From an optimization exercise on the open Yosys and OpenROAD flow, aimed at small area; shortcuts taken in it are not production practice.
The RTL was checked by simulation tests, not by an equivalence proof against the original design.
Power is estimated from default activity; no workload was simulated.

$ cat flow/design.v
package pong_pkg;
	typedef logic [10:0] coord_t;
	typedef logic [6:0] score_t;
	typedef struct packed
	{
		logic r;
		logic g;
		logic b;
	} rgb_t;
	typedef enum logic [1:0]
	{
		UP_RIGHT   = 2'd0,
		UP_LEFT    = 2'd1,
		DOWN_LEFT  = 2'd2,
		DOWN_RIGHT = 2'd3
	} dir_t;
	typedef struct packed
	{
		coord_t ball_row;
		coord_t ball_col;
		coord_t pad_col;
		logic   boost;
	} snapshot_t;
endpackage
`timescale 1ns/1ps
module pong_top
(
	input  logic   clk,
	input  logic   rst,
	input  logic   left,
	input  logic   right,
	input  logic   boost,
	input  logic [2:0] bg,
	output logic [2:0] rgb,
	output logic   hsync,
	output logic   vsync,
	output logic [6:0] score
);
	function automatic logic [11:0] add12(input logic [11:0] a, input logic [11:0] b, input logic ci);
		logic c;
		c = ci;
		for (int i = 0; i < 12; i++)
		begin
			add12[i] = a[i] ^ b[i] ^ c;
			c = (a[i] & b[i]) | (c & (a[i] ^ b[i]));
		end
	endfunction
	function automatic logic [11:0] inc12(input logic [11:0] a, input logic ci);
		logic c;
		c = ci;
		for (int i = 0; i < 12; i++)
		begin
			inc12[i] = a[i] ^ c;
			c = a[i] & c;
		end
	endfunction
	logic [10:0] hc;
	logic [9:0]  vc;
	logic        h_end, v_end;
	assign h_end = hc[10] & (&hc[3:0]);
	assign v_end = vc[9] & vc[7] & vc[4] & vc[3] & vc[0];
	always_ff @(posedge clk, posedge rst)
	begin
		if (rst)
		begin
			hc <= 11'd1039;
			vc <= 10'd665;
		end
		else if (h_end)
		begin
			hc <= '0;
			vc <= v_end ? 10'd0 : 10'(inc12({2'b0, vc}, 1'b1));
		end
		else
			hc <= 11'(inc12({1'b0, hc}, 1'b1));
	end
	assign hsync = !((hc >= 11'd919) && (hc < 11'd1039));
	assign vsync = !((vc >= 10'd659) && (vc < 10'd665));
	logic [7:0] cnt;
	logic [7:0] limit;
	logic       tick;
	logic [8:0] brow;
	logic [9:0] bcol, pcol;
	logic       up, rt;    
	logic       boost_s;   
	always_comb
	begin
		if      (score < 7'd3)  limit = 8'd200;
		else if (score < 7'd6)  limit = 8'd180;
		else if (score < 7'd9)  limit = 8'd160;
		else if (score < 7'd12) limit = 8'd140;
		else if (score < 7'd15) limit = 8'd120;
		else if (score < 7'd18) limit = 8'd100;
		else if (score < 7'd21) limit = 8'd80;
		else if (score < 7'd24) limit = 8'd60;
		else if (score < 7'd27) limit = 8'd40;
		else if (score < 7'd30) limit = 8'd20;
		else                    limit = 8'd7;
	end
	assign tick = (cnt == limit);
	always_ff @(posedge clk, posedge rst)
	begin
		if (rst)
			cnt <= '0;
		else if (tick)
			cnt <= '0;
		else
			cnt <= 8'(inc12({4'b0, cnt}, 1'b1));
	end
	logic       up_n, rt_n, miss, catch_ok;
	logic [8:0] brow_n;
	logic [9:0] bcol_n, pcol_n;
	logic [6:0] score_n;
	logic        s5;
	logic [11:0] cd;
	assign cd       = add12({2'b0, bcol}, ~{2'b0, pcol}, 1'b1);
	assign catch_ok = $signed(cd) >= -12'sd60 && $signed(cd) <= 12'sd60;
	always_comb
	begin
		pcol_n = pcol;
		if (left ? (pcol > 10'd103) : (right && (pcol < 10'd803)))
			pcol_n = 10'(add12({2'b0, pcol}, {{7{left}}, !left, left, 1'b1}, 1'b0));
		up_n    = up;
		rt_n    = rt;
		miss    = 1'b0;
		score_n = score;
		if (brow <= 9'd126)
			up_n = 1'b0;
		else if (bcol <= 10'd63)
			rt_n = 1'b1;
		else if (bcol >= 10'd843)
			rt_n = 1'b0;
		else if (brow >= 9'd502)
		begin
			if (catch_ok)
			begin
				up_n = 1'b1;
				if (score != 7'd99)
					score_n = 7'(inc12({5'b0, score}, 1'b1));
			end
			else
			begin
				miss    = 1'b1;
				score_n = '0;
			end
		end
		s5     = up_n && boost;
		brow_n = 9'(add12({3'b0, brow}, {{7{up_n}}, up_n && !boost, up_n, 1'b1}, 1'b0));
		bcol_n = 10'(add12({2'b0, bcol}, {{8{!rt_n}}, !(rt_n ^ s5), !rt_n, 1'b1}, 1'b0));
		if (miss)
		begin
			brow_n = 9'd134;
			bcol_n = bcol;
		end
	end
	always_ff @(posedge clk, posedge rst)
	begin
		if (rst)
		begin
			brow  <= 9'd134;
			bcol  <= 10'd453;
			pcol  <= 10'd453;
			up    <= 1'b0;
			rt    <= 1'b1;
			score <= '0;
		end
		else if (tick)
		begin
			brow  <= brow_n;
			bcol  <= bcol_n;
			pcol  <= pcol_n;
			up    <= up_n;
			rt    <= rt_n;
			score <= score_n;
		end
	end
	logic boost_s_n;
	assign boost_s_n = (cnt == 8'd0) ? (boost && up) : boost_s;
	always_ff @(posedge clk)
		boost_s <= boost_s_n;
	logic [8:0] s_brow;
	logic [9:0] s_bcol, s_pcol;
	logic       s_boost;
	logic       swap;
	assign swap = (hc == 11'd1037) && (vc == 10'd623);
	always_ff @(posedge clk, posedge rst)
	begin
		if (rst)
		begin
			s_brow  <= 9'd134;
			s_bcol  <= 10'd453;
			s_pcol  <= 10'd453;
			s_boost <= 1'b0;
		end
		else if (swap)
		begin
			s_brow  <= brow;
			s_bcol  <= bcol;
			s_pcol  <= pcol;
			s_boost <= boost_s_n;
		end
	end
	logic [11:0] eb, ep;
	logic [10:0] fr;
	logic        b_cols, p_cols, f_rows, ball, in_field;
	logic [6:0]  lo, hi;
	logic [2:0]  colour;
	assign eb = add12({1'b0, hc}, ~{2'b0, s_bcol}, 1'b1);   
	assign ep = add12({1'b0, hc}, ~{2'b0, s_pcol}, 1'b1);   
	assign fr = 11'(add12({2'b0, vc}, ~{3'b0, s_brow}, 1'b1));   
	assign b_cols = !eb[11] && (eb[10:0] <= 11'd100);
	assign p_cols = !ep[11] && (ep[10:0] <= 11'd100);
	assign f_rows = !fr[10] && (fr[9:0] <= 10'd18);
	always_comb
	begin
		case (fr[4:0])
			5'd0, 5'd18:  begin lo = 7'd46; hi = 7'd54; end
			5'd1, 5'd17:  begin lo = 7'd45; hi = 7'd55; end
			5'd2, 5'd3, 5'd15, 5'd16:
			              begin lo = 7'd43; hi = 7'd57; end
			5'd4, 5'd14:  begin lo = 7'd42; hi = 7'd58; end
			default:      begin lo = 7'd41; hi = 7'd59; end
		endcase
	end
	assign ball     = f_rows && b_cols && (eb[6:0] >= lo) && (eb[6:0] <= hi);
	assign in_field = (hc >= 11'd103) && (hc <= 11'd903) && (vc >= 10'd23) && (vc <= 10'd623);
	always_comb
	begin
		if (ball)
			colour = s_boost ? 3'b110 : 3'b100;
		else if (p_cols && (vc >= 10'd513) && (vc <= 10'd533))
			colour = 3'b010;
		else if (b_cols && (vc >= 10'd113) && (vc <= 10'd133))
			colour = 3'b001;
		else if (in_field)
			colour = bg;
		else
			colour = 3'b000;
	end
	always_ff @(posedge clk, posedge rst)
	begin
		if (rst)
			rgb <= 3'b000;
		else
			rgb <= colour;
	end
endmodule
$ cat flow/run.sh
#!/bin/bash
# synth_recipe.tcl (not shown) runs the flow's synth.tcl, then flattens the netlist and writes it again
# the make line also repeats each setting of config.mk as NAME=value (left out here)
make -C /OpenROAD-flow-scripts/flow DESIGN_CONFIG=/design/flow/config.mk WORK_HOME=/design/flow/orfs CLKGATE_MAP_FILE= SYNTH_SCRIPT=/design/flow/synth_recipe.tcl finish
$ cat flow/config.mk
export PLATFORM = sky130hd
export DESIGN_NAME = pong_top
export DESIGN_NICKNAME = pong_top
export VERILOG_FILES = /design/flow/design.v
export SDC_FILE = /design/flow/constraint.sdc
export NUM_CORES = 4
export LEC_CHECK = 0
export CAP_MARGIN = 20
export CORE_MARGIN = 2
export CORE_UTILIZATION = 40
export SLEW_MARGIN = 20
$ cat flow/constraint.sdc
create_clock -name core_clock -period 20.0 [get_ports {clk}]
set_input_delay 4.0000 -clock core_clock [delete_from_list [all_inputs] [get_ports {clk}]]
set_output_delay 4.0000 -clock core_clock [all_outputs]
set_load 0.01 [all_outputs]
==> notes.md <==
[sequential cells by signal, summed over array words and instances, names as in the netlist, 9 cells and up]
register,cells
brow,9
hc,11
vc,10
pcol,10
bcol,10
s_pcol,10
s_brow,9
s_bcol,10
[metal layers]
metal | vias to the layer above | track usage [%] | share of wire [%]
li1 | 2384 | - | -
met5 | - | 0 | 0
met4 | 0 | 4.73 | 1.4
met1 | 2579 | 23.2 | 45
met2 | 106 | 29.5 | 50
met3 | 17 | 3.35 | 3.4
[power by group]
group | switching (mW) | total (mW) | leakage, nW | internal (mW)
Clock | 0.0842 | 0.195 | 0.150 | 0.111
Combinational | 0.00578 | 0.00805 | 2.18 | 0.00227
Sequential | 0 | 0.204 | 1.20 | 0.204
[critical path, delay by kind of cell (launching register included)]
family	cells	cell delay, ns
AOI/OAI and AO/OA	2	0.55
xor gates and xnor gates	3	0.48
buffers and inverters	1	0.05
and+or+nand+nor	5	0.76
adders and majority gates	17	6.30
DFF	1	0.57
[logic make-up after synthesis]
group / after synthesis
AND/OR/NAND/NOR: 180
flip-flops: 101
multiplexers: 35
XOR/XNOR: 13
buffers and inverters: 107
AO/OA/AOI/OAI: 137
adder cells (fa/ha/maj): 106
[metrics by stage]
| stage | cell area [um^2] | util, % | hold WS (ns) | setup slack, ns |
|---|---|---|---|---|
| final | 7950 | 44.4 | 0.481 | 11.19 |
| after global placement | 7630 | 42.6 | 0.467 | 11.35 |
| after detailed placement | 7630 | 42.6 | 0.475 | 11.14 |
| after CTS | 7950 | 44.4 | 0.485 | 11.13 |
| after floorplan | 7270 | - | 0.428 | 11.44 |
| after global routing | 7950 | 44.4 | 0.501 | 10.68 |
[final cells by class]
type / instances / area share, %
well taps: 229 / 3.60
flip-flops and latches: 101 / 32.3
clock buffers: 10 / 2.88
multi-input cells: 471 / 53.5
clock inverters: 6 / 1.16
inverters: 83 / 3.95
repair buffers: 21 / 2.58
[Yosys cell counts (5+ instances only)]
cell / instances / area, um^2
inv_1: 83 / 312
dfrtp_1: 63 / 1580
fa_1: 58 / 1160
ha_1: 47 / 588
nand2_1: 46 / 173
o21ai_0: 42 / 210
dfstp_2: 37 / 972
nor2_1: 22 / 82.6
a21oi_1: 17 / 85.1
mux2_2: 17 / 191
nand3_1: 17 / 85.1
nand4_1: 16 / 100
and2_1: 15 / 93.8
clkbuf_1: 14 / 52.6
mux2_4: 13 / 195
nor3_1: 10 / 50.1
xnor2_1: 10 / 87.6
o21ai_1: 8 / 40.0
a211oi_1: 7 / 52.6
a22o_1: 7 / 61.3
o31ai_1: 7 / 52.6
a21o_1: 6 / 45.0
buf_2: 6 / 30.0
nand2b_1: 6 / 37.5
nor4_1: 6 / 37.5
mux2i_1: 5 / 50.1
nor2b_1: 5 / 31.3
o2bb2ai_1: 5 / 43.8
[path summary, 6_finish.rpt]
kind | startpoint | endpoint | slack, ns | cells past startpoint
max | pcol[0] | bcol[9] | 11.19 | 28
min | s_brow[7] | s_brow[7] | 0.48 | 2
max reg2reg | pcol[0] | bcol[9] | 11.19 | 28
min reg2reg | s_brow[7] | s_brow[7] | 0.48 | 2
max in group asynchronous | rst | hc[6] | 14.78 | 3
min in group asynchronous | rst | brow[5] | 3.98 | 2
==> metrics.yaml <==
cts:
  cts.path.max_buffers: 2
  cts_tree: "built"
  ctsHoldBuffers: 0
  post-cts-setup-buffers: 0
  ctsResizeCount: 0
  cts_root_buffer: "clkbuf_16"
  h-tree-depth: 3
  cts_buffers: 9
  cts_sinks: 101
  cts.clk_slew.worst_paths_ns: 0.08
  clock_latency_ns: 0.36
yosys:
  async_flop_share_pct: 99.0
  synth_compound_area_share_pct: 12.8
  synth_top_family_by_area: "adder cells"
  yosys_warnings: 1
  synth-edff-count: 0
  syn_area_um2: 7270
  synth.avg_cell_area_um2: 10.7
  synth_nets: 792
  synth_adder_area_share_pct: 24.2
  yosysSeqAreaShare_pct: 35.4
  synth_xor_area_share_pct: 1.57
  ys.flop_type: "dfrtp_1"
  synth.distinct_cells: 74
  synthMuxAreaShare_pct: 6.01
  syn_inst: 679
  synthSimpleGateAreaFrac_pct: 14.0
  yosys_register_bits: 101
cells_and_area:
  area_delta_synth_final_pct: 9.45
  multi_input_area_um2: 4260
  final_cell_mix: "82 x inv_1, 63 x dfrtp_1, 58 x fa_1"
  n_antenna_cell: 0
  drive_above_1_share_pct: 14.9
  num-fill-cells: 1695
  nets: 800
  regArea_um2: 2570
  fin_cells: 921
  layout_commonest_cell: "inv_1"
floorplan:
  die_area_um2: 19300
  rows: 49
  core-area_um2: 17900
  die_width_um: 139
  io_pins: 20
  die_h_um: 139
  start_util_pct: 40.6
placed_design:
  dp_cells: 905
  hpwlAfterDp_mm: 11.9
  port_buffers: 19
  gp_congestion: 0.813
sta:
  skew_ns: 0.00928
  max_freq_mhz: 113
  min_period_over_period_pct: 44.1
  period_needed_ns: 8.81
  setup_viol: 0
  tightest_slew_ns: 0.916
  slew_headroom_pct: 39.0
  finalMaxSlewViolations: 0
  fin_tns_setup_ns: 0
  final_hold_viol_count: 0
  grt_setup_unrepaired: "false"
worst_setup_path:
  crit_path_start_kind: "register"
  path_common_cell: "fa_1"
  slowest_stage: "dfstp_2"
  arrival_ns: 9.06
  crit_required_ns: 20.24
  cp_max_fo: 10
  crit_type: "reg2reg"
  cp_slowest_stage_delay_ns: 0.57
  endpoint_kind: "register"
global_route:
  grt_pass1_vias: 5348
  grt_antenna_before_repair: 0
  grt_max_degree: 73
  grt_pass1_wl_mm: 27.3
  overflow: 0
  grt_usage_pct: 17.5
run_status:
  status: "no timing/DRC/antenna violations"
routing:
  firstDrtPassIters: 5
  antenna_left: 0
  vias_per_cell: 5.52
  vias: 5086
  post_drt_wl_per_cell_um: 17.1
  drc: 0
  drt_iter0_markers: 297
  drt_wl_total_mm: 15.7
pwr:
  p_leak_nw: 3.53
  finalPower_mw: 0.407
  vdd_drop_max_mv: 0.0414
  cellPowerDensity_nw_per_um2: 51.2
job:
  drv_cap: 0
worst_hold_path:
  min_path_type: "reg2reg"

[what the ideal ports hide]
The results above use ideal ports. As a check the final layout listed here was re-extracted and re-timed, cells and wires unchanged. Step 1 sets driving cells, clkbuf_16 on the clock port and buf_2 on the other inputs (assumed; they add their load-dependent delay and slew). Step 2 times the ports against the registers' clock, not the clock port: input delays grow and output delays shrink by t, the midpoint of the rising clock arrivals with the driver on. a / b / c = ideal / step 1 / step 2; a / b = the first two.
t, ns: 0.396
setup WS [ns]: 11.187 / 11.187 / 11.187
worst setup path at the end: register to register
slew at the worst register clock pin (ns): 0.08 / 0.08
worst slew at a driven data input, ns: 0.03
After both steps setup and hold are still met in this run. For this run, drivers alone change the setup slack by 0.000 ns; drivers and shift together by 0.000 ns.
